What follows belongs to an exercise in optimizing a design on an open flow for small area, a short achievable clock period and few clock cycles per item; a production flow would make more cautious choices.
Where RTL was checked, it was by simulation tests only, not by an equivalence proof against the original.
No functional check of the RTL was part of run 1.
Power is estimated from default activity; no workload was simulated.

==> flow/design.v <==
`default_nettype none
package atb_pkg;
  localparam int WGT_W = 31;
  localparam int SUM_W = 37;
  localparam int SCL_W = 31;
  localparam int IDX_W  = 6;
  localparam int FRAC_W = 25;
  typedef struct packed {
    logic signed [31:0] weight;
    logic               not_finite;
    logic               last_weight;
  } atb_in_t;
  typedef struct packed {
    logic [IDX_W-1:0]  entry_index;
    logic [FRAC_W-1:0] pmf_value;
    logic [FRAC_W-1:0] keep_probability;
    logic [IDX_W-1:0]  alias_index;
    logic [SUM_W-1:0]  total_weight;
    logic              uniform_fallback;
    logic              overflow;
    logic              last_entry;
  } atb_out_t;
endpackage
`default_nettype wire
`default_nettype none
module atb_ram #(
  parameter int WIDTH = 8,
  parameter int DEPTH = 64,
  localparam int AW   = (DEPTH > 1) ? $clog2(DEPTH) : 1
) (
  input  wire logic             clk,
  input  wire logic             we,
  input  wire logic [AW-1:0]    waddr,
  input  wire logic [WIDTH-1:0] wdata,
  input  wire logic [AW-1:0]    raddr,
  output logic      [WIDTH-1:0] rdata
);
  logic [WIDTH-1:0] mem_r [DEPTH];
  always_ff @(posedge clk) begin
    if (we) begin
      mem_r[waddr] <= wdata;
    end
  end
  assign rdata = mem_r[raddr];
endmodule
`default_nettype wire
`default_nettype none
module atb_add #(
  parameter int W = 8
) (
  input  wire logic [W-1:0] a,
  input  wire logic [W-1:0] b,
  input  wire logic         ci,
  output logic      [W-1:0] s,
  output logic              co
);
  logic [W-1:0] g, p, x;
  logic [W:0]   c;
  always_comb begin
    x = a ^ b;
    g = a & b;
    p = x;
    for (int d = 1; d < W; d = d * 2) begin
      for (int i = W - 1; i >= d; i--) begin
        g[i] = g[i] | (p[i] & g[i-d]);
        p[i] = p[i] & p[i-d];
      end
    end
    c[0] = ci;
    for (int i = 0; i < W; i++) begin
      c[i+1] = g[i] | (p[i] & ci);
    end
  end
  assign s  = x ^ c[W-1:0];
  assign co = c[W];
endmodule
module atb_div #(
  parameter int IDW = 6
) (
  input  wire logic                 clk,
  input  wire logic                 rst_n,
  input  wire logic                 in_v,
  input  wire logic [IDW-1:0]       in_idx,
  input  wire logic [36:0]          in_wn,
  input  wire logic [36:0]          den,
  input  wire logic [6:0]           n,
  output logic                      out_v,
  output logic [IDW-1:0]            out_idx,
  output logic [30:0]               out_q,
  output logic [24:0]               out_pq
);
  localparam int STEPS  = 31;
  localparam int NSTAGE = STEPS + 1;
  logic [NSTAGE-1:0]            v_r;
  logic [NSTAGE-1:0][IDW-1:0]   idx_r;
  logic [NSTAGE-1:0][36:0]      rem_r;
  logic [NSTAGE-1:0][6:0]       nlo_r;
  logic [NSTAGE-1:0][30:0]      q_r;
  logic [NSTAGE-1:0][5:0]       srem_r;
  logic [NSTAGE-1:0][24:0]      pq_r;
  for (genvar s = 0; s < NSTAGE; s++) begin : g_stage
    logic              v_i;
    logic [IDW-1:0]    idx_i;
    logic [36:0]       rem_i;
    logic [6:0]        nlo_i;
    logic [30:0]       q_i;
    logic [5:0]        srem_i;
    logic [24:0]       pq_i;
    logic [36:0]       rem_o;
    logic [30:0]       q_o;
    logic [5:0]        srem_o;
    logic [24:0]       pq_o;
    if (s == 0) begin : g_first
      assign v_i    = in_v;
      assign idx_i  = in_idx;
      assign rem_i  = {7'd0, in_wn[36:7]};
      assign nlo_i  = in_wn[6:0];
      assign q_i    = '0;
      assign srem_i = '0;
      assign pq_i   = '0;
    end else begin : g_next
      assign v_i    = v_r[s-1];
      assign idx_i  = idx_r[s-1];
      assign rem_i  = rem_r[s-1];
      assign nlo_i  = nlo_r[s-1];
      assign q_i    = q_r[s-1];
      assign srem_i = srem_r[s-1];
      assign pq_i   = pq_r[s-1];
    end
    if (s < STEPS) begin : g_main
      logic [37:0] trial, diff;
      logic        ge;
      assign trial = {rem_i, nlo_i[6]};
      atb_add #(.W(38)) u_sub (
        .a(trial), .b(~{1'b0, den}), .ci(1'b1), .s(diff), .co(ge));
      assign rem_o = ge ? diff[36:0] : trial[36:0];
      assign q_o   = {q_i[29:0], ge};
    end else begin : g_nomain
      assign rem_o = rem_i;
      assign q_o   = q_i;
    end
    if (s > 0) begin : g_small
      logic [6:0] strial;
      logic [7:0] sdiff;
      logic       sge;
      assign strial = {srem_i, q_i[0]};
      assign sdiff  = {1'b0, strial} - {1'b0, n};
      assign sge    = !sdiff[7];
      assign srem_o = sge ? sdiff[5:0] : strial[5:0];
      assign pq_o   = {pq_i[23:0], sge};
    end else begin : g_nosmall
      assign srem_o = srem_i;
      assign pq_o   = pq_i;
    end
    always_ff @(posedge clk) begin
      idx_r[s]  <= idx_i;
      rem_r[s]  <= rem_o;
      nlo_r[s]  <= {nlo_i[5:0], 1'b0};
      q_r[s]    <= q_o;
      srem_r[s] <= srem_o;
      pq_r[s]   <= pq_o;
      if (!rst_n) v_r[s] <= 1'b0;
      else        v_r[s] <= v_i;
    end
  end
  assign out_v   = v_r[NSTAGE-1];
  assign out_idx = idx_r[NSTAGE-1];
  assign out_q   = q_r[NSTAGE-1];
  assign out_pq  = pq_r[NSTAGE-1];
endmodule
`default_nettype wire
`default_nettype none
module alias_table_builder #(
  parameter int ENTRIES       = 64,
  parameter int FRACTION_BITS = 24
) (
  input  wire logic              clk,
  input  wire logic              rst_n,
  input  wire logic              in_valid,
  output logic                   in_ready,
  input  wire logic [33:0]       in_data,
  output logic                   out_valid,
  input  wire logic              out_ready,
  output logic [101:0]           out_data
);
  localparam int AW = 6;
  localparam int NW = 7;
  localparam int SW = atb_pkg::SUM_W;
  localparam int CW = atb_pkg::SCL_W;
  localparam int WW = atb_pkg::WGT_W;
  localparam logic [24:0] ONE_FX = 25'(1) << FRACTION_BITS;
  typedef enum logic [2:0] {
    S_LOAD, S_WAIT, S_PREP, S_DIV, S_PINIT, S_PFILL, S_PAIR
  } state_t;
  atb_pkg::atb_in_t in_d;
  assign in_d = atb_pkg::atb_in_t'(in_data);
  state_t            state_r;
  logic              in_ready_r;
  logic [NW-1:0]     acc_r;
  logic              iq_v_r;
  logic [WW-1:0]     iq_w_r;
  logic [NW-1:0]     iq_a_r;
  logic [SW-1:0]     sum_r;
  logic              drop_r;
  logic [NW-1:0]     n_r;
  logic [SW-1:0]     tot_r;
  logic              uni_r;
  logic              ovf_r;
  logic [NW-1:0]     f_r;
  logic              a_v_r;
  logic [AW-1:0]     a_i_r;
  logic [WW-1:0]     a_w_r;
  logic              b_v_r;
  logic [AW-1:0]     b_i_r;
  logic [SW-1:0]     b_s_r, b_c_r;
  logic              c_v_r;
  logic [AW-1:0]     c_i_r;
  logic [SW-1:0]     c_wn_r;
  logic [NW-1:0]     rc_r;
  logic [ENTRIES-1:0] cls_r;       
  logic [ENTRIES-1:0] avs_r, avl_r, paired_r;
  logic              ts_v_r, tl_v_r;
  logic [AW-1:0]     ts_i_r, tl_i_r;
  logic              hs_v_r, hl_v_r, pd_v_r, cu_v_r;
  logic [AW-1:0]     hs_i_r, hl_i_r, pd_i_r, cu_i_r;
  logic [23:0]       hs_val_r, pd_val_r;
  logic [CW-1:0]     hl_val_r, cu_val_r;
  logic              o_act_r;
  logic [AW-1:0]     o_i_r;
  logic              o_last_r;
  logic              out_valid_r;
  atb_pkg::atb_out_t out_data_r;
  logic          wm_we;
  logic [AW-1:0] wm_wa, wm_ra;
  logic [WW-1:0] wm_wd, wm_rd;
  atb_ram #(.WIDTH(WW), .DEPTH(ENTRIES)) u_wm (
    .clk(clk), .we(wm_we), .waddr(wm_wa), .wdata(wm_wd), .raddr(wm_ra), .rdata(wm_rd));
  logic          al_we;
  logic [AW-1:0] al_wa;
  logic [AW-1:0] al_wd, al_rd;
  atb_ram #(.WIDTH(AW), .DEPTH(ENTRIES)) u_al (
    .clk(clk), .we(al_we), .waddr(al_wa), .wdata(al_wd), .raddr(o_i_r), .rdata(al_rd));
  logic [CW-1:0] sc_mem [ENTRIES];
  logic          sc_we;
  logic [AW-1:0] sc_wa, sc_raa, sc_rab;
  logic [CW-1:0] sc_wd, sc_rda, sc_rdb;
  always_ff @(posedge clk) begin
    if (sc_we) sc_mem[sc_wa] <= sc_wd;
  end
  assign sc_rda = sc_mem[sc_raa];
  assign sc_rdb = sc_mem[sc_rab];
  logic          d_v;
  logic [AW-1:0] d_i;
  logic [CW-1:0] d_q;
  logic [24:0]   d_pq;
  atb_div #(.IDW(AW)) u_div (
    .clk(clk), .rst_n(rst_n), .in_v(c_v_r), .in_idx(c_i_r), .in_wn(c_wn_r),
    .den(tot_r), .n(n_r), .out_v(d_v), .out_idx(d_i), .out_q(d_q), .out_pq(d_pq));
  function automatic logic [2:0] top8(input logic [7:0] v);
    top8 = '0;
    for (int i = 0; i < 8; i++) begin
      if (v[i]) top8 = 3'(i);
    end
  endfunction
  function automatic logic [AW-1:0] top64(input logic [63:0] v);
    logic [7:0] any;
    logic [2:0] grp;
    for (int g = 0; g < 8; g++) any[g] = |v[8*g +: 8];
    grp   = top8(any);
    top64 = {grp, top8(v[8*grp +: 8])};
  endfunction
  function automatic logic [2*SW-1:0] csa(input logic [SW-1:0] x, y, z);
    csa = {x ^ y ^ z, SW'({(x & y) | (x & z) | (y & z)} << 1)};
  endfunction
  logic [SW-1:0] pp [7];
  logic [SW-1:0] pp_s, pp_c, wn_sum;
  logic [SW-1:0] s1, c1, s2, c2, s3, c3, s4, c4;
  always_comb begin
    for (int k = 0; k < 7; k++) pp[k] = n_r[k] ? (SW'(a_w_r) << k) : '0;
    {s1, c1} = csa(pp[0], pp[1], pp[2]);
    {s2, c2} = csa(pp[3], pp[4], pp[5]);
    {s3, c3} = csa(s1, c1, s2);
    {s4, c4} = csa(s3, c3, c2);
    {pp_s, pp_c} = csa(s4, c4, pp[6]);
  end
  logic wn_co;
  atb_add #(.W(SW)) u_wn (.a(b_s_r), .b(b_c_r), .ci(1'b0), .s(wn_sum), .co(wn_co));
  logic [SW-1:0] sum_add;
  logic          sum_co;
  atb_add #(.W(SW)) u_sum (.a(sum_r), .b(SW'(iq_w_r)), .ci(1'b0), .s(sum_add), .co(sum_co));
  logic [AW-1:0]      s_i, l_i;
  logic [23:0]        s_val;
  logic [CW-1:0]      l_val, vsum;
  logic               vsum_co;
  logic               vsmall, s_ok, l_ok, step, take_s, take_l;
  assign s_ok   = pd_v_r || hs_v_r;
  assign l_ok   = cu_v_r || hl_v_r;
  assign step   = (state_r == S_PAIR) && s_ok && l_ok;
  assign take_s = (state_r == S_PFILL) || (step && !pd_v_r);
  assign take_l = (state_r == S_PFILL) || (step && !cu_v_r);
  assign s_i    = pd_v_r ? pd_i_r : hs_i_r;
  assign s_val  = pd_v_r ? pd_val_r : hs_val_r;
  assign l_i    = cu_v_r ? cu_i_r : hl_i_r;
  assign l_val  = cu_v_r ? cu_val_r : hl_val_r;
  atb_add #(.W(CW)) u_pair (.a(l_val), .b(CW'(s_val)), .ci(1'b0), .s(vsum), .co(vsum_co));
  assign vsmall = (vsum[CW-1:25] == '0);
  logic [ENTRIES-1:0] nmask, avs_nxt, avl_nxt;
  assign nmask = ~({ENTRIES{1'b1}} << n_r);
  always_comb begin
    avs_nxt = avs_r;
    avl_nxt = avl_r;
    if (state_r == S_PINIT) begin
      avs_nxt = cls_r & nmask;
      avl_nxt = ~cls_r & nmask;
    end
    if (take_s && ts_v_r) avs_nxt[ts_i_r] = 1'b0;
    if (take_l && tl_v_r) avl_nxt[tl_i_r] = 1'b0;
  end
  logic accept;
  logic [WW-1:0] w_in;
  assign accept = in_valid && in_ready_r;
  assign w_in   = (!in_d.not_finite && !in_d.weight[31]) ? in_d.weight[WW-1:0] : '0;
  assign sc_raa = o_act_r ? o_i_r : ts_i_r;
  assign sc_rab = tl_i_r;
  assign wm_ra  = o_act_r ? o_i_r : f_r[AW-1:0];
  logic          o_adv;
  assign o_adv = o_act_r && (!out_valid_r || out_ready);
  state_t        state_nxt;
  always_comb begin
    state_nxt = state_r;
    unique case (state_r)
      S_LOAD:  if (accept && in_d.last_weight) state_nxt = S_WAIT;
      S_WAIT:  if (!iq_v_r && !o_act_r) state_nxt = S_PREP;
      S_PREP:  state_nxt = S_DIV;
      S_DIV:   if (d_v && (rc_r == n_r - NW'(1))) state_nxt = S_PINIT;
      S_PINIT: state_nxt = S_PFILL;
      S_PFILL: state_nxt = S_PAIR;
      S_PAIR:  if (!(s_ok && l_ok)) state_nxt = S_LOAD;
      default: state_nxt = S_LOAD;
    endcase
  end
  logic [NW-1:0] acc_inc;
  logic [AW-1:0] o_inc;
  logic          ir_aa, ir_an, ir_na, ir_nn, o_done_adv;
  assign acc_inc    = acc_r + NW'(1);
  assign o_inc      = o_i_r + AW'(1);
  assign o_done_adv = o_last_r;
  assign ir_nn = acc_r[NW-1] || !o_act_r || (acc_r < {1'b0, o_i_r});
  assign ir_na = acc_r[NW-1] || o_done_adv || !o_act_r || (acc_r < {1'b0, o_inc});
  assign ir_an = acc_inc[NW-1] || !o_act_r || (acc_inc < {1'b0, o_i_r});
  assign ir_aa = acc_inc[NW-1] || o_done_adv || !o_act_r || (acc_inc < {1'b0, o_inc});
  always_comb begin
    wm_we = 1'b0;
    wm_wa = iq_a_r[AW-1:0];
    wm_wd = iq_w_r;
    sc_we = 1'b0;
    sc_wa = d_i;
    sc_wd = d_q;
    al_we = step;
    al_wa = s_i;
    al_wd = l_i;
    if (iq_v_r && !iq_a_r[NW-1]) wm_we = 1'b1;
    if (state_r == S_DIV && d_v) begin
      wm_we = 1'b1;
      wm_wa = d_i;
      wm_wd = WW'(d_pq);
      sc_we = 1'b1;
    end
    if (step && pd_v_r) begin
      sc_we = 1'b1;
      sc_wa = pd_i_r;
      sc_wd = CW'(pd_val_r);
    end
  end
  always_ff @(posedge clk) begin
    if (accept) begin
      iq_w_r <= w_in;
      iq_a_r <= acc_r;
    end
    a_i_r  <= f_r[AW-1:0];
    a_w_r  <= uni_r ? WW'(1) : wm_rd;
    b_i_r  <= a_i_r;
    b_s_r  <= pp_s;
    b_c_r  <= pp_c;
    c_i_r  <= b_i_r;
    c_wn_r <= wn_sum;
    if (state_r == S_PREP) begin
      n_r   <= acc_r;
      tot_r <= (sum_r == '0) ? SW'(acc_r) : sum_r;
      uni_r <= (sum_r == '0);
      ovf_r <= drop_r;
    end
    if (state_r == S_DIV && d_v) cls_r[d_i] <= (d_q[CW-1:24] == '0);
    avs_r  <= avs_nxt;
    avl_r  <= avl_nxt;
    ts_v_r <= |avs_nxt;
    tl_v_r <= |avl_nxt;
    ts_i_r <= top64(avs_nxt);
    tl_i_r <= top64(avl_nxt);
    if (state_r == S_PINIT) begin
      paired_r <= '0;
      pd_v_r   <= 1'b0;
      cu_v_r   <= 1'b0;
    end
    if (take_s) begin
      hs_v_r   <= ts_v_r;
      hs_i_r   <= ts_i_r;
      hs_val_r <= sc_rda[23:0];
    end
    if (take_l) begin
      hl_v_r   <= tl_v_r;
      hl_i_r   <= tl_i_r;
      hl_val_r <= sc_rdb;
    end
    if (step) begin
      paired_r[s_i] <= 1'b1;
      pd_v_r        <= vsmall;
      cu_v_r        <= !vsmall;
      pd_i_r        <= l_i;
      cu_i_r        <= l_i;
      pd_val_r      <= vsum[23:0];
      cu_val_r      <= {vsum[CW-1:24] - 7'd1, vsum[23:0]};
    end
    if (o_adv) begin
      out_data_r.entry_index      <= o_i_r;
      out_data_r.pmf_value        <= wm_rd[24:0];
      out_data_r.keep_probability <= paired_r[o_i_r] ? {1'b0, sc_rda[23:0]} : ONE_FX;
      out_data_r.alias_index      <= paired_r[o_i_r] ? al_rd : o_i_r;
      out_data_r.total_weight     <= tot_r;
      out_data_r.uniform_fallback <= uni_r;
      out_data_r.overflow         <= ovf_r;
      out_data_r.last_entry       <= o_last_r;
    end
    if (!rst_n) begin
      state_r     <= S_LOAD;
      in_ready_r  <= 1'b0;
      acc_r       <= '0;
      iq_v_r      <= 1'b0;
      sum_r       <= '0;
      drop_r      <= 1'b0;
      f_r         <= '0;
      a_v_r       <= 1'b0;
      b_v_r       <= 1'b0;
      c_v_r       <= 1'b0;
      rc_r        <= '0;
      o_act_r     <= 1'b0;
      o_i_r       <= '0;
      o_last_r    <= 1'b0;
      out_valid_r <= 1'b0;
    end else begin
      state_r <= state_nxt;
      if (state_r == S_PREP)             acc_r <= '0;
      else if (accept && !acc_r[NW-1])   acc_r <= acc_inc;
      if (state_r != S_LOAD || state_nxt != S_LOAD) in_ready_r <= 1'b0;
      else if (accept)
        in_ready_r <= o_adv ? ir_aa : ir_an;
      else
        in_ready_r <= o_adv ? ir_na : ir_nn;
      iq_v_r <= accept;
      if (iq_v_r) begin
        if (iq_a_r[NW-1]) drop_r <= 1'b1;
        else              sum_r  <= sum_add;
      end
      if (state_r == S_PREP) begin
        sum_r  <= '0;
        drop_r <= 1'b0;
      end
      a_v_r <= (state_r == S_DIV) && (f_r < n_r);
      b_v_r <= a_v_r;
      c_v_r <= b_v_r;
      if (state_r == S_PREP) begin
        f_r  <= '0;
        rc_r <= '0;
      end else if (state_r == S_DIV) begin
        if (f_r < n_r) f_r <= f_r + NW'(1);
        if (d_v) rc_r <= rc_r + NW'(1);
      end
      if (state_r == S_PAIR && !(s_ok && l_ok)) begin
        o_act_r  <= 1'b1;
        o_i_r    <= '0;
        o_last_r <= (n_r == NW'(1));
      end else if (o_adv) begin
        o_act_r  <= !o_last_r;
        o_i_r    <= o_inc;
        o_last_r <= ({1'b0, o_inc} == n_r - NW'(1));
      end
      if (o_adv)          out_valid_r <= 1'b1;
      else if (out_ready) out_valid_r <= 1'b0;
    end
  end
  assign in_ready  = in_ready_r;
  assign out_valid = out_valid_r;
  assign out_data  = 102'(out_data_r);
endmodule
`default_nettype wire
==> flow/run.sh <==
#!/bin/bash
# synth_recipe.tcl (not shown) runs the flow's synth.tcl, then flattens the netlist and writes it again
# the make line also repeats each setting of config.mk as NAME=value (left out here)
make -C /OpenROAD-flow-scripts/flow DESIGN_CONFIG=/design/flow/config.mk WORK_HOME=/design/flow/orfs CLKGATE_MAP_FILE= SYNTH_SCRIPT=/design/flow/synth_recipe.tcl finish
==> flow/config.mk <==
export PLATFORM = sky130hd
export DESIGN_NAME = alias_table_builder
export DESIGN_NICKNAME = alias_table_builder
export VERILOG_FILES = /design/flow/design.v
export SDC_FILE = /design/flow/constraint.sdc
export NUM_CORES = 4
export LEC_CHECK = 0
export ABC_CLOCK_PERIOD_IN_PS = 3000
export CAP_MARGIN = 20
export CORE_MARGIN = 2
export CORE_UTILIZATION = 40
export SLEW_MARGIN = 20
==> flow/constraint.sdc <==
create_clock -name core_clock -period 8.0 [get_ports {clk}]
set_input_delay 1.6000 -clock core_clock [delete_from_list [all_inputs] [get_ports {clk}]]
set_output_delay 1.6000 -clock core_clock [all_outputs]
set_load 0.01 [all_outputs]
==> impl_metrics.tcl, run 1 <==
set metrics [dict create \
    dieArea_mm2 0.8527 \
    slew_violations 0 \
    gp_congestion 0.9296 \
    row_count 337 \
    synth.ff_latch_count 7540 \
    grt_overflow 0 \
    detail-route-antenna-nets 0 \
    initial_utilization_pct 40.13 \
    synth_top_cells_by_area "edfxtp_1 42%, dfxtp_1 17%, mux4_2 9.3%, ha_1 5.6%, a21oi_1 2.5%" \
    post-cts-setup-buffer-count 0 \
    path_clk_slew_ns 0.06 \
    p_leak_nw 139.0 \
    cts_buffer_depth 4 \
    die_h_um 923.4 \
    max-cap-violations 0 \
    yosysMostFrequentCell "edfxtp_1" \
    whs_ns 0.2337 \
    yosys_most_used_dff "edfxtp_1" \
    critical_path_class "reg -> reg" \
    io_buffers 141 \
    synth_edf_count 4710 \
    ys_types 101 \
    ir_drop_mv 0.3227 \
    nets 27540 \
    htree_num_levels 6 \
    arrival_ns 6.91 \
    dr.pass1.iters 8 \
    worst_setup_path_end_kind "register" \
    synth_warnings 8 \
    hold_viol_final 0 \
    drive_gt1_share_pct 15.05 \
    finalCritPeriodShare_pct 74.43 \
    clk_root_buffer_cell "clkbuf_16" \
    reg2regPathDepth 16 \
    slew_headroom_pct 14.75 \
    grt_max_degree 122 \
    timing.final.crit_period_ns 5.955 \
    syn-instance-count 25430 \
    cp-start-kind "register" \
    drc 0 \
    clk_latency_ns 1.18 \
    final_core_util_pct 45.35 \
    core_mm2 0.8425 \
    numCtsBuffers 787 \
    holdPathStages 0 \
    dpl.hpwl_mm 617.6 \
    synth_commonest_cells "4,710 x edfxtp_1, 2,830 x dfxtp_1, 2,063 x nand2_1" \
    synth_top_area_share_pct 41.83 \
    path_max_fanout 53 \
    vias 215900 \
    mappedNetlistArea_mm2 0.3381 \
    synth.largest_area_cell "edfxtp_1" \
    min_path_type "reg -> reg" \
    cp_data_required_time_ns 8.95 \
    track_usage_pct 21.28 \
    setup_violations 0 \
    hold_buffers 0 \
    cts_resized 0 \
    fin_tns_setup_ns 0 \
    post_drt_wl_per_cell_um 24.96 \
    drtIter0Drc 20660 \
    routed_wl_mm 940.6 \
    power.density_mw_per_mm2 368.7 \
    io-pin-count 142 \
    avgSynthCellArea_um2 13.30 \
    ys_seq_area_share_pct 58.59 \
    outcome "complete, no violations" \
    finClkSkew_ns 0.1468 \
    fmax_ghz 0.1679 \
    grt_pass1_vias 213800 \
    rsz0062_at_grt "false" \
    worst_pin_slew_ns 1.270 \
    tritoncts "yes" \
    cts_sinks 7540 \
    die_x_um 923.4 \
    synthArstFlopShare_pct 0 \
    grt_pass1_wl_mm 1376 \
    syn2layout_area_growth_pct 13.00 \
    vias_per_cell 5.728 \
    antenna_found_initial 75 \
]
==> sequential cells by signal, summed over array words and instances, names as in the netlist, 32 cells and up, named ones only <==
| signal | cells |
|---|---|
| u_div.v_r | 32 |
| sum_r | 37 |
| u_div.rem_r | 1110 |
| avs_r | 64 |
| b_c_r | 32 |
| u_wm.mem_r | 1984 |
| tot_r | 37 |
| u_div.pq_r | 325 |
| u_div.q_r | 527 |
| cls_r | 64 |
| out_data_r | 102 |
| u_div.idx_r | 192 |
| c_wn_r | 37 |
| paired_r | 64 |
| sc_mem | 1984 |
| avl_r | 64 |
| u_al.mem_r | 384 |
| u_div.srem_r | 180 |
| b_s_r | 37 |
==> final cells by class <==
cell class,instances,area (µm²)
fillers,73970,460400
flip-flops and latches,7540,198100
multi-input cells,16120,135100
clock buffers,1039,21860
well taps,11190,14000
repair buffers,641,5794
clock inverters,416,4496
inverters,702,2646
diodes,38,95.09
==> critical path: stages (launching register included) <==
cell       delay (ns)
edfxtp_1         0.40
inv_2            0.51
buf_4            0.34
ha_1             0.27
ha_1             0.18
o21a_1           0.16
o21ai_0          0.21
a21oi_1          0.11
a2111oi_0        0.76
o31ai_1          0.27
o211ai_1         0.42
a21oi_1          0.26
o211ai_1         0.28
a41oi_1          0.16
o21ai_0          0.23
and2_2           0.72
mux2_2           0.41
==> metrics by stage <==
step | cells | power [mW] | area, µm² | setup WS [ns]
4_1_cts | 37640 | 141.3 | 381800 | 1.748
3_3_place_gp | 36190 | 103.1 | 355400 | 1.800
2_1_floorplan | 25440 | 90.81 | 338100 | 1.355
3_5_place_dp | 36190 | 104.0 | 355500 | 1.830
6_report | 37690 | 140.9 | 382100 | 2.045
5_1_grt | 37660 | 149.3 | 382000 | 1.627
==> kinds of logic after synthesis <==
group	Yosys count	share of synthesized area, %
AO/OA/AOI/OAI	5706	10.64
XOR/XNOR	1076	2.787
adder cells (fa/ha/maj)	1708	6.769
buffers and inverters	1776	1.985
flip-flops	7540	58.59
multiplexers	2154	11.73
other	1	0.001109
AND/OR/NAND/NOR	5470	7.500
==> layout by cell type (no fill, tap or decap), drive strengths merged, types with 226 or more instances in the layout <==
cell type and count:
nand3 263, buf 501, edfxtp 4710, nor3 351, a21oi 1717, o21ai 1317
xnor2 638, ha 1506, clkinv 305, mux2i 309, nand2 2063, o21a 226
and2 626, xor2 438, inv 734, a21o 562, mux4 1403, nor2 1286
clkbuf 1039, dfxtp 2830, mux2 442, a211oi 382
==> layer usage <==
layer / track usage (%) / vias to the layer above / share of wire (%) / wire, µm
li1: - / 97300 / - / -
met1: 28.32 / 108800 / 42 / 390600
met2: 34.79 / 8113 / 46 / 437200
met3: 4.080 / 1650 / 8.0 / 75350
met4: 7.750 / 14 / 4.0 / 37370
met5: 0 / - / 0.010 / 94
==> power by group <==
group / total (mW) / leakage (nW) / switching [mW] / internal [mW]
registers: 52.8 / 65.8 / 3.46 / 49.3
clock network: 37.0 / 12.9 / 15.9 / 21.2
logic: 51.0 / 60.3 / 29.3 / 21.7
total: 141 / 139 / 48.7 / 92.2
==> path summary, 6_finish.rpt <==
check                                         from                  endpoint  slack, ns
worst max-delay path            tot_r[1]$_DFFE_PP_  u_div.rem_r[536]$_DFF_P_       2.05
worst min register to register    c_i_r[5]$_DFF_P_    u_div.idx_r[5]$_DFF_P_       0.23
worst min-delay path              c_i_r[5]$_DFF_P_    u_div.idx_r[5]$_DFF_P_       0.23
worst max register to register  tot_r[1]$_DFFE_PP_  u_div.rem_r[536]$_DFF_P_       2.05
==> inputs of run 2 (changes only) <==
--- a/flow/design.v
+++ b/flow/design.v
@@ -75,7 +75,8 @@
   assign co = c[W];
 endmodule
 module atb_div #(
-  parameter int IDW = 6
+  parameter int IDW = 6,
+  parameter int K   = 1
 ) (
   input  wire logic                 clk,
   input  wire logic                 rst_n,
@@ -90,7 +91,8 @@
   output logic [24:0]               out_pq
 );
   localparam int STEPS  = 31;
-  localparam int NSTAGE = STEPS + 1;
+  localparam int NMAIN  = (STEPS + K - 1) / K;
+  localparam int NSTAGE = NMAIN + 1;
   logic [NSTAGE-1:0]            v_r;
   logic [NSTAGE-1:0][IDW-1:0]   idx_r;
   logic [NSTAGE-1:0][36:0]      rem_r;
@@ -98,7 +100,13 @@
   logic [NSTAGE-1:0][30:0]      q_r;
   logic [NSTAGE-1:0][5:0]       srem_r;
   logic [NSTAGE-1:0][24:0]      pq_r;
+  logic [36:0]                  nden;
+  assign nden = ~den;
   for (genvar s = 0; s < NSTAGE; s++) begin : g_stage
+    localparam int M0 = s * K;
+    localparam int M1 = ((s + 1) * K < STEPS) ? (s + 1) * K : STEPS;
+    localparam int S0 = (s - 1) * K;
+    localparam int S1 = (s * K < STEPS) ? s * K : STEPS;
     logic              v_i;
     logic [IDW-1:0]    idx_i;
     logic [36:0]       rem_i;
@@ -107,6 +115,7 @@
     logic [5:0]        srem_i;
     logic [24:0]       pq_i;
     logic [36:0]       rem_o;
+    logic [6:0]        nlo_o;
     logic [30:0]       q_o;
     logic [5:0]        srem_o;
     logic [24:0]       pq_o;
@@ -127,27 +136,43 @@
       assign srem_i = srem_r[s-1];
       assign pq_i   = pq_r[s-1];
     end
-    if (s < STEPS) begin : g_main
-      logic [37:0] trial, diff;
-      logic        ge;
-      assign trial = {rem_i, nlo_i[6]};
-      atb_add #(.W(38)) u_sub (
-        .a(trial), .b(~{1'b0, den}), .ci(1'b1), .s(diff), .co(ge));
-      assign rem_o = ge ? diff[36:0] : trial[36:0];
-      assign q_o   = {q_i[29:0], ge};
+    if (M0 < STEPS) begin : g_main
+      logic [36:0] rem_c [M1-M0+1];
+      logic [M1-M0-1:0] qb;
+      assign rem_c[0] = rem_i;
+      for (genvar j = 0; j < M1 - M0; j++) begin : g_step
+        logic [37:0] trial, diff;
+        logic        ge;
+        assign trial = {rem_c[j], nlo_i[6-j]};
+        atb_add #(.W(38)) u_sub (
+          .a(trial), .b({1'b1, nden}), .ci(1'b1), .s(diff), .co(ge));
+        assign rem_c[j+1] = ge ? diff[36:0] : trial[36:0];
+        assign qb[M1-M0-1-j] = ge;
+      end
+      assign rem_o = rem_c[M1-M0];
+      assign nlo_o = nlo_i << (M1 - M0);
+      assign q_o   = 31'({q_i, qb});
     end else begin : g_nomain
       assign rem_o = rem_i;
+      assign nlo_o = nlo_i;
       assign q_o   = q_i;
     end
     if (s > 0) begin : g_small
-      logic [6:0] strial;
-      logic [7:0] sdiff;
-      logic       sge;
-      assign strial = {srem_i, q_i[0]};
-      assign sdiff  = {1'b0, strial} - {1'b0, n};
-      assign sge    = !sdiff[7];
-      assign srem_o = sge ? sdiff[5:0] : strial[5:0];
-      assign pq_o   = {pq_i[23:0], sge};
+      logic [5:0] srem_c [S1-S0+1];
+      logic [S1-S0-1:0] pb;
+      assign srem_c[0] = srem_i;
+      for (genvar j = 0; j < S1 - S0; j++) begin : g_sstep
+        logic [6:0] strial;
+        logic [7:0] sdiff;
+        logic       sge;
+        assign strial = {srem_c[j], q_i[S1-S0-1-j]};
+        assign sdiff  = {1'b0, strial} - {1'b0, n};
+        assign sge    = !sdiff[7];
+        assign srem_c[j+1] = sge ? sdiff[5:0] : strial[5:0];
+        assign pb[S1-S0-1-j] = sge;
+      end
+      assign srem_o = srem_c[S1-S0];
+      assign pq_o   = 25'({pq_i, pb});
     end else begin : g_nosmall
       assign srem_o = srem_i;
       assign pq_o   = pq_i;
@@ -155,7 +180,7 @@
     always_ff @(posedge clk) begin
       idx_r[s]  <= idx_i;
       rem_r[s]  <= rem_o;
-      nlo_r[s]  <= {nlo_i[5:0], 1'b0};
+      nlo_r[s]  <= nlo_o;
       q_r[s]    <= q_o;
       srem_r[s] <= srem_o;
       pq_r[s]   <= pq_o;
@@ -172,7 +197,8 @@
 `default_nettype none
 module alias_table_builder #(
   parameter int ENTRIES       = 64,
-  parameter int FRACTION_BITS = 24
+  parameter int FRACTION_BITS = 24,
+  parameter int DIV_K         = 1
 ) (
   input  wire logic              clk,
   input  wire logic              rst_n,
@@ -189,8 +215,8 @@
   localparam int CW = atb_pkg::SCL_W;
   localparam int WW = atb_pkg::WGT_W;
   localparam logic [24:0] ONE_FX = 25'(1) << FRACTION_BITS;
-  typedef enum logic [2:0] {
-    S_LOAD, S_WAIT, S_PREP, S_DIV, S_PINIT, S_PFILL, S_PAIR
+  typedef enum logic [1:0] {
+    S_LOAD, S_WAIT, S_PREP, S_BUILD
   } state_t;
   atb_pkg::atb_in_t in_d;
   assign in_d = atb_pkg::atb_in_t'(in_data);
@@ -206,7 +232,8 @@
   logic [SW-1:0]     tot_r;
   logic              uni_r;
   logic              ovf_r;
-  logic [NW-1:0]     f_r;
+  logic [AW-1:0]     f_r;
+  logic [NW-1:0]     fl_r;
   logic              a_v_r;
   logic [AW-1:0]     a_i_r;
   logic [WW-1:0]     a_w_r;
@@ -217,7 +244,7 @@
   logic [AW-1:0]     c_i_r;
   logic [SW-1:0]     c_wn_r;
   logic [NW-1:0]     rc_r;
-  logic [ENTRIES-1:0] cls_r;       
+  logic              dd_r;         
   logic [ENTRIES-1:0] avs_r, avl_r, paired_r;
   logic              ts_v_r, tl_v_r;
   logic [AW-1:0]     ts_i_r, tl_i_r;
@@ -246,6 +273,7 @@
   logic [CW-1:0] sc_wd, sc_rda, sc_rdb;
   always_ff @(posedge clk) begin
     if (sc_we) sc_mem[sc_wa] <= sc_wd;
+    if (step && pd_v_r) sc_mem[pd_i_r][23:0] <= pd_val_r;
   end
   assign sc_rda = sc_mem[sc_raa];
   assign sc_rdb = sc_mem[sc_rab];
@@ -253,7 +281,7 @@
   logic [AW-1:0] d_i;
   logic [CW-1:0] d_q;
   logic [24:0]   d_pq;
-  atb_div #(.IDW(AW)) u_div (
+  atb_div #(.IDW(AW), .K(DIV_K)) u_div (
     .clk(clk), .rst_n(rst_n), .in_v(c_v_r), .in_idx(c_i_r), .in_wn(c_wn_r),
     .den(tot_r), .n(n_r), .out_v(d_v), .out_idx(d_i), .out_q(d_q), .out_pq(d_pq));
   function automatic logic [2:0] top8(input logic [7:0] v);
@@ -295,26 +323,35 @@
   logic               vsmall, s_ok, l_ok, step, take_s, take_l;
   assign s_ok   = pd_v_r || hs_v_r;
   assign l_ok   = cu_v_r || hl_v_r;
-  assign step   = (state_r == S_PAIR) && s_ok && l_ok;
-  assign take_s = (state_r == S_PFILL) || (step && !pd_v_r);
-  assign take_l = (state_r == S_PFILL) || (step && !cu_v_r);
+  assign step   = (state_r == S_BUILD) && s_ok && l_ok;
+  assign take_s = (state_r == S_BUILD) && (!hs_v_r || (step && !pd_v_r));
+  assign take_l = (state_r == S_BUILD) && (!hl_v_r || (step && !cu_v_r));
+  logic s_empty, l_empty, build_end;
+  assign s_empty   = !pd_v_r && !hs_v_r && !ts_v_r;
+  assign l_empty   = !cu_v_r && !hl_v_r && !tl_v_r;
+  assign build_end = (state_r == S_BUILD) && dd_r && (s_empty || l_empty);
   assign s_i    = pd_v_r ? pd_i_r : hs_i_r;
   assign s_val  = pd_v_r ? pd_val_r : hs_val_r;
   assign l_i    = cu_v_r ? cu_i_r : hl_i_r;
   assign l_val  = cu_v_r ? cu_val_r : hl_val_r;
   atb_add #(.W(CW)) u_pair (.a(l_val), .b(CW'(s_val)), .ci(1'b0), .s(vsum), .co(vsum_co));
   assign vsmall = (vsum[CW-1:25] == '0);
-  logic [ENTRIES-1:0] nmask, avs_nxt, avl_nxt;
-  assign nmask = ~({ENTRIES{1'b1}} << n_r);
+  logic [ENTRIES-1:0] avs_nxt, avl_nxt;
+  logic               d_small;
+  assign d_small = (d_q[CW-1:24] == '0);
   always_comb begin
     avs_nxt = avs_r;
     avl_nxt = avl_r;
-    if (state_r == S_PINIT) begin
-      avs_nxt = cls_r & nmask;
-      avl_nxt = ~cls_r & nmask;
-    end
     if (take_s && ts_v_r) avs_nxt[ts_i_r] = 1'b0;
     if (take_l && tl_v_r) avl_nxt[tl_i_r] = 1'b0;
+    if (d_v) begin
+      avs_nxt[d_i] = d_small;
+      avl_nxt[d_i] = !d_small;
+    end
+    if (state_r == S_PREP) begin
+      avs_nxt = '0;
+      avl_nxt = '0;
+    end
   end
   logic accept;
   logic [WW-1:0] w_in;
@@ -322,7 +359,7 @@
   assign w_in   = (!in_d.not_finite && !in_d.weight[31]) ? in_d.weight[WW-1:0] : '0;
   assign sc_raa = o_act_r ? o_i_r : ts_i_r;
   assign sc_rab = tl_i_r;
-  assign wm_ra  = o_act_r ? o_i_r : f_r[AW-1:0];
+  assign wm_ra  = o_act_r ? o_i_r : f_r;
   logic          o_adv;
   assign o_adv = o_act_r && (!out_valid_r || out_ready);
   state_t        state_nxt;
@@ -331,11 +368,8 @@
     unique case (state_r)
       S_LOAD:  if (accept && in_d.last_weight) state_nxt = S_WAIT;
       S_WAIT:  if (!iq_v_r && !o_act_r) state_nxt = S_PREP;
-      S_PREP:  state_nxt = S_DIV;
-      S_DIV:   if (d_v && (rc_r == n_r - NW'(1))) state_nxt = S_PINIT;
-      S_PINIT: state_nxt = S_PFILL;
-      S_PFILL: state_nxt = S_PAIR;
-      S_PAIR:  if (!(s_ok && l_ok)) state_nxt = S_LOAD;
+      S_PREP:  state_nxt = S_BUILD;
+      S_BUILD: if (build_end) state_nxt = S_LOAD;
       default: state_nxt = S_LOAD;
     endcase
   end
@@ -360,24 +394,19 @@
     al_wa = s_i;
     al_wd = l_i;
     if (iq_v_r && !iq_a_r[NW-1]) wm_we = 1'b1;
-    if (state_r == S_DIV && d_v) begin
+    if (d_v) begin
       wm_we = 1'b1;
       wm_wa = d_i;
       wm_wd = WW'(d_pq);
       sc_we = 1'b1;
     end
-    if (step && pd_v_r) begin
-      sc_we = 1'b1;
-      sc_wa = pd_i_r;
-      sc_wd = CW'(pd_val_r);
-    end
   end
   always_ff @(posedge clk) begin
     if (accept) begin
       iq_w_r <= w_in;
       iq_a_r <= acc_r;
     end
-    a_i_r  <= f_r[AW-1:0];
+    a_i_r  <= f_r;
     a_w_r  <= uni_r ? WW'(1) : wm_rd;
     b_i_r  <= a_i_r;
     b_s_r  <= pp_s;
@@ -390,17 +419,18 @@
       uni_r <= (sum_r == '0);
       ovf_r <= drop_r;
     end
-    if (state_r == S_DIV && d_v) cls_r[d_i] <= (d_q[CW-1:24] == '0);
     avs_r  <= avs_nxt;
     avl_r  <= avl_nxt;
     ts_v_r <= |avs_nxt;
     tl_v_r <= |avl_nxt;
     ts_i_r <= top64(avs_nxt);
     tl_i_r <= top64(avl_nxt);
-    if (state_r == S_PINIT) begin
+    if (state_r == S_PREP) begin
       paired_r <= '0;
       pd_v_r   <= 1'b0;
       cu_v_r   <= 1'b0;
+      hs_v_r   <= 1'b0;
+      hl_v_r   <= 1'b0;
     end
     if (take_s) begin
       hs_v_r   <= ts_v_r;
@@ -438,7 +468,8 @@
       iq_v_r      <= 1'b0;
       sum_r       <= '0;
       drop_r      <= 1'b0;
-      f_r         <= '0;
+      fl_r        <= '0;
+      dd_r        <= 1'b0;
       a_v_r       <= 1'b0;
       b_v_r       <= 1'b0;
       c_v_r       <= 1'b0;
@@ -465,17 +496,23 @@
         sum_r  <= '0;
         drop_r <= 1'b0;
       end
-      a_v_r <= (state_r == S_DIV) && (f_r < n_r);
+      a_v_r <= (state_r == S_BUILD) && (fl_r != '0);
       b_v_r <= a_v_r;
       c_v_r <= b_v_r;
       if (state_r == S_PREP) begin
-        f_r  <= '0;
-        rc_r <= '0;
-      end else if (state_r == S_DIV) begin
-        if (f_r < n_r) f_r <= f_r + NW'(1);
-        if (d_v) rc_r <= rc_r + NW'(1);
+        f_r  <= AW'(acc_r - NW'(1));
+        fl_r <= acc_r;
+        rc_r <= acc_r;
+        dd_r <= 1'b0;
+      end else if (state_r == S_BUILD) begin
+        if (fl_r != '0) begin
+          f_r  <= f_r - AW'(1);
+          fl_r <= fl_r - NW'(1);
+        end
+        if (d_v) rc_r <= rc_r - NW'(1);
+        if (d_v && rc_r == NW'(1)) dd_r <= 1'b1;
       end
-      if (state_r == S_PAIR && !(s_ok && l_ok)) begin
+      if (build_end) begin
         o_act_r  <= 1'b1;
         o_i_r    <= '0;
         o_last_r <= (n_r == NW'(1));
==> run 2 against run 1 <==
Compared with the run above: via count up 14%; highest routed layer unchanged; largest cell class unchanged; routed wire length is 19% higher; hold slack better by 0.068 ns; sequential power decreased by 4.7%; largest power group unchanged; sequential cell count shrank 58.
==> impl_metrics.tcl, run 2 <==
set metrics [dict create \
    outcome "complete, no violations" \
    worst_pin_slew_ns 1.304 \
    slew_headroom_pct 12.45 \
    yosys_most_used_dff "edfxtp_1" \
    routed_wl_mm 1122 \
    cts_resized 0 \
    ys_types 117 \
    power.density_mw_per_mm2 306.4 \
    die_x_um 949.6 \
    reg2regPathDepth 18 \
    core_mm2 0.8918 \
    die_h_um 949.6 \
    syn-instance-count 29800 \
    cts_buffer_depth 4 \
    synthArstFlopShare_pct 0 \
    syn2layout_area_growth_pct 12.01 \
    numCtsBuffers 777 \
    crit_family "compound AO/OA/AOI/OAI gates" \
    fmax_ghz 0.1646 \
    drc 0 \
    initial_utilization_pct 40.10 \
    synth_warnings 70 \
    layout_commonest_cell "nand2_1" \
    critical_path_buf_inv_count 2 \
    slew_violations 0 \
    stdcell_count 42130 \
    finClkSkew_ns 0.08539 \
    max-cap-violations 0 \
    cpPeakStageDelay_ns 0.76 \
    worstHoldEndpoint "u_div.q_r[965]$_DFF_P_" \
    clk_latency_ns 1.19 \
    synth_top_cells_by_area "edfxtp_1 39%, dfxtp_1 16%, mux4_2 11%, ha_1 5.2%, nand2_1 4.9%" \
    worst_setup_path_end_kind "register" \
    synth_commonest_cells "4,681 x nand2_1, 4,652 x edfxtp_1, 2,830 x dfxtp_1" \
    ys_seq_area_share_pct 54.90 \
    cp_data_required_time_ns 8.86 \
    cp_slowest_cell "buf_4" \
    synth.ff_latch_count 7482 \
    antenna_found_initial 65 \
    io-pin-count 142 \
    path_max_fanout 66 \
    path_clk_slew_ns 0.06 \
    cts_sinks 7482 \
    row_count 347 \
    synth_top_area_share_pct 39.06 \
    post-cts-setup-buffer-count 0 \
    dieArea_mm2 0.9017 \
    vias 246500 \
    holdPathStages 0 \
    place_inst 40670 \
    reg2reg_to "cu_val_r[29]$_DFFE_PN_" \
    finalCritPeriodShare_pct 75.94 \
    rsz0062_at_grt "false" \
    grt_max_degree 117 \
    grt_pass1_vias 243000 \
    tritoncts "yes" \
    holdCritStartpoint "u_div.q_r[934]$_DFF_P_" \
    mappedNetlistArea_mm2 0.3576 \
    critical_path_class "reg -> reg" \
    layout_common_cells "4,677 x nand2_1, 4,652 x edfxtp_1, 2,786 x dfxtp_1, 2,527 x o21ai_0, 1,677 x mux4_2" \
    setup_violations 0 \
    arrival_ns 6.93 \
    hold_buffers 0 \
    drive_gt1_share_pct 15.02 \
    worst-path-stages 18 \
    worst-r2r-setup-slack_ns 1.92 \
    ir_drop_mv 0.2436 \
    vias_per_cell 5.851 \
    worst_r2r_startpoint "pd_val_r[1]$_DFFE_PN_" \
    avgSynthCellArea_um2 12.00 \
    nets 31330 \
    track_usage_pct 24.06 \
    reg_top3 "sc_mem (1984), u_wm.mem_r (1984), u_div.rem_r (1110)" \
    clk_root_buffer_cell "clkbuf_16" \
    htree_num_levels 6 \
    yosysMostFrequentCell "nand2_1" \
    drtIter0Drc 27780 \
    dpl.hpwl_mm 704.7 \
    cp-start-kind "register" \
    fill_cells 80090 \
    min_path_type "reg -> reg" \
    hold_viol_final 0 \
    synth_edf_count 4652 \
    io_buffers 141 \
    p_leak_nw 145.1 \
    multi_input_area_mm2 0.1539 \
    timing.final.crit_period_ns 6.075 \
    grt_overflow 0 \
    fin_tns_setup_ns 0 \
    crit_chain "buf_4 > mux2i_1 > inv_1 > ha_1 > a21o_1 > a21oi_1 > o211ai_1 > a311oi_1 > o21ai_0 > a31oi_1 > o211ai_1 > a21oi_1 > o21bai_1 > mux2i_1 > o31ai_1 > and2_1 > nand2_1 > xor2_1" \
    gp_congestion 0.9303 \
    detail-route-antenna-nets 0 \
    grt_pass1_wl_mm 1625 \
    synth.largest_area_cell "edfxtp_1" \
    dr.pass1.iters 10 \
    post_drt_wl_per_cell_um 26.64 \
    regArea_mm2 0.1964 \
]
==> run 2: cell count changes in the layout (fill, tap and decap cells not counted), moves of 47 or more <==
| cell | before | now |
|---|---|---|
| o22ai_2 | 0 | 51 |
| nor2_2 | 5 | 52 |
| nor2_1 | 1155 | 1235 |
| buf_4 | 449 | 639 |
| o22ai_1 | 111 | 35 |
| mux4_2 | 1403 | 1677 |
| edfxtp_1 | 4710 | 4652 |
| nand2_1 | 2010 | 4677 |
| mux2i_1 | 301 | 58 |
| o221ai_1 | 96 | 12 |
| nor3_1 | 341 | 268 |
| o21ai_0 | 1305 | 2527 |
| a21oi_1 | 1714 | 1448 |
==> run 2: final cells by class <==
| type | instances | area share (%) |
|---|---|---|
| antenna | 24 | 0.01499 |
| clock buffer | 1034 | 5.342 |
| clock inverter | 399 | 1.036 |
| inverter | 699 | 0.6575 |
| multi-input combinational | 19800 | 38.42 |
| sequential | 7482 | 49.03 |
| tap | 11870 | 3.706 |
| timing repair buffer | 828 | 1.793 |
==> run 2: worst max path at each step <==
| stage | from | endpoint |
|---|---|---|
| after global routing | tot_r[1]$_DFFE_PP_ | u_div.rem_r[997]$_DFF_P_ |
| after CTS | tot_r[1]$_DFFE_PP_ | u_div.rem_r[841]$_DFF_P_ |
| after global placement | tot_r[1]$_DFFE_PP_ | u_div.rem_r[997]$_DFF_P_ |
| final | pd_val_r[1]$_DFFE_PN_ | cu_val_r[29]$_DFFE_PN_ |
| after detailed placement | tot_r[1]$_DFFE_PP_ | u_div.rem_r[841]$_DFF_P_ |
| after floorplan | tot_r[0]$_DFFE_PP_ | u_div.rem_r[64]$_DFF_P_ |
==> run 2: through the flow <==
step | instance area [µm²] | setup WS [ns] | power (mW) | hold slack, ns | utilization [%]
3_5_place_dp | 374800 | 1.902 | 86.33 | 0.3120 | 42.03
2_1_floorplan | 357700 | 1.139 | 77.11 | 0.3096 | -
6_report | 400600 | 1.925 | 122.7 | 0.3014 | 44.92
4_1_cts | 400400 | 1.838 | 122.9 | 0.2968 | 44.90
3_3_place_gp | 374800 | 2.030 | 85.76 | 0.3098 | 42.03
5_1_grt | 400500 | 1.452 | 129.3 | 0.2957 | 44.91
==> run 2: cell families after synthesis <==
family                   count (synthesis)  synth area share [%]
AND/OR/NAND/NOR                       8305                 10.17
flip-flops                            7482                 54.90
AO/OA/AOI/OAI                         6489                 11.02
buffers and inverters                 2520                 2.665
multiplexers                          2193                 12.16
adder cells (fa/ha/maj)               1700                 6.371
XOR/XNOR                              1106                 2.709
other                                    1              0.001049
==> run 2: per-layer routing <==
layer	global-route usage, %	share of wire (%)	vias to the layer above	wire length, µm
li1	-	-	109600	-
met5	0.2380	0.028	-	310
met2	38.09	45	12200	504100
met3	5.623	9.9	2764	111500
met1	31.48	40	122000	446900
met4	11.02	5.3	10	59550
==> run 2: power by group <==
group | leakage, nW | internal, mW | switching (mW)
Clock | 12.5 | 20.7 | 15.8
Sequential | 69.7 | 46.9 | 3.41
Combinational | 62.9 | 15.4 | 20.6
Testbench counts of run 2, summed over its fixed seeds: cycles 4,447, items 1,134.

==> separate check: timing with driven ports <==
In the flow no input, the clock included, has a driving cell. The finished layouts below were timed again as built, in two steps.
Step 1, drivers: a clkbuf_16 drives clk and a buf_2 each remaining input, both assumed.
Step 2 times the ports against the registers' clock, not the clock port: input delays grow and output delays shrink by t, the midpoint of the rising clock arrivals with the driver on.
a / b / c = ideal ports / drivers / drivers and shift; a / b = the first two.
run	shift t [ns]	slack for setup (ns)	worst setup path at the end	worst slew at a driven data input, ns
run 1	1.259	2.045 / 2.045 / 2.045	register to register	0.33
run 2	1.290	1.925 / 1.925 / 1.925	register to register	0.04
After both steps setup and hold are still met in every run listed.
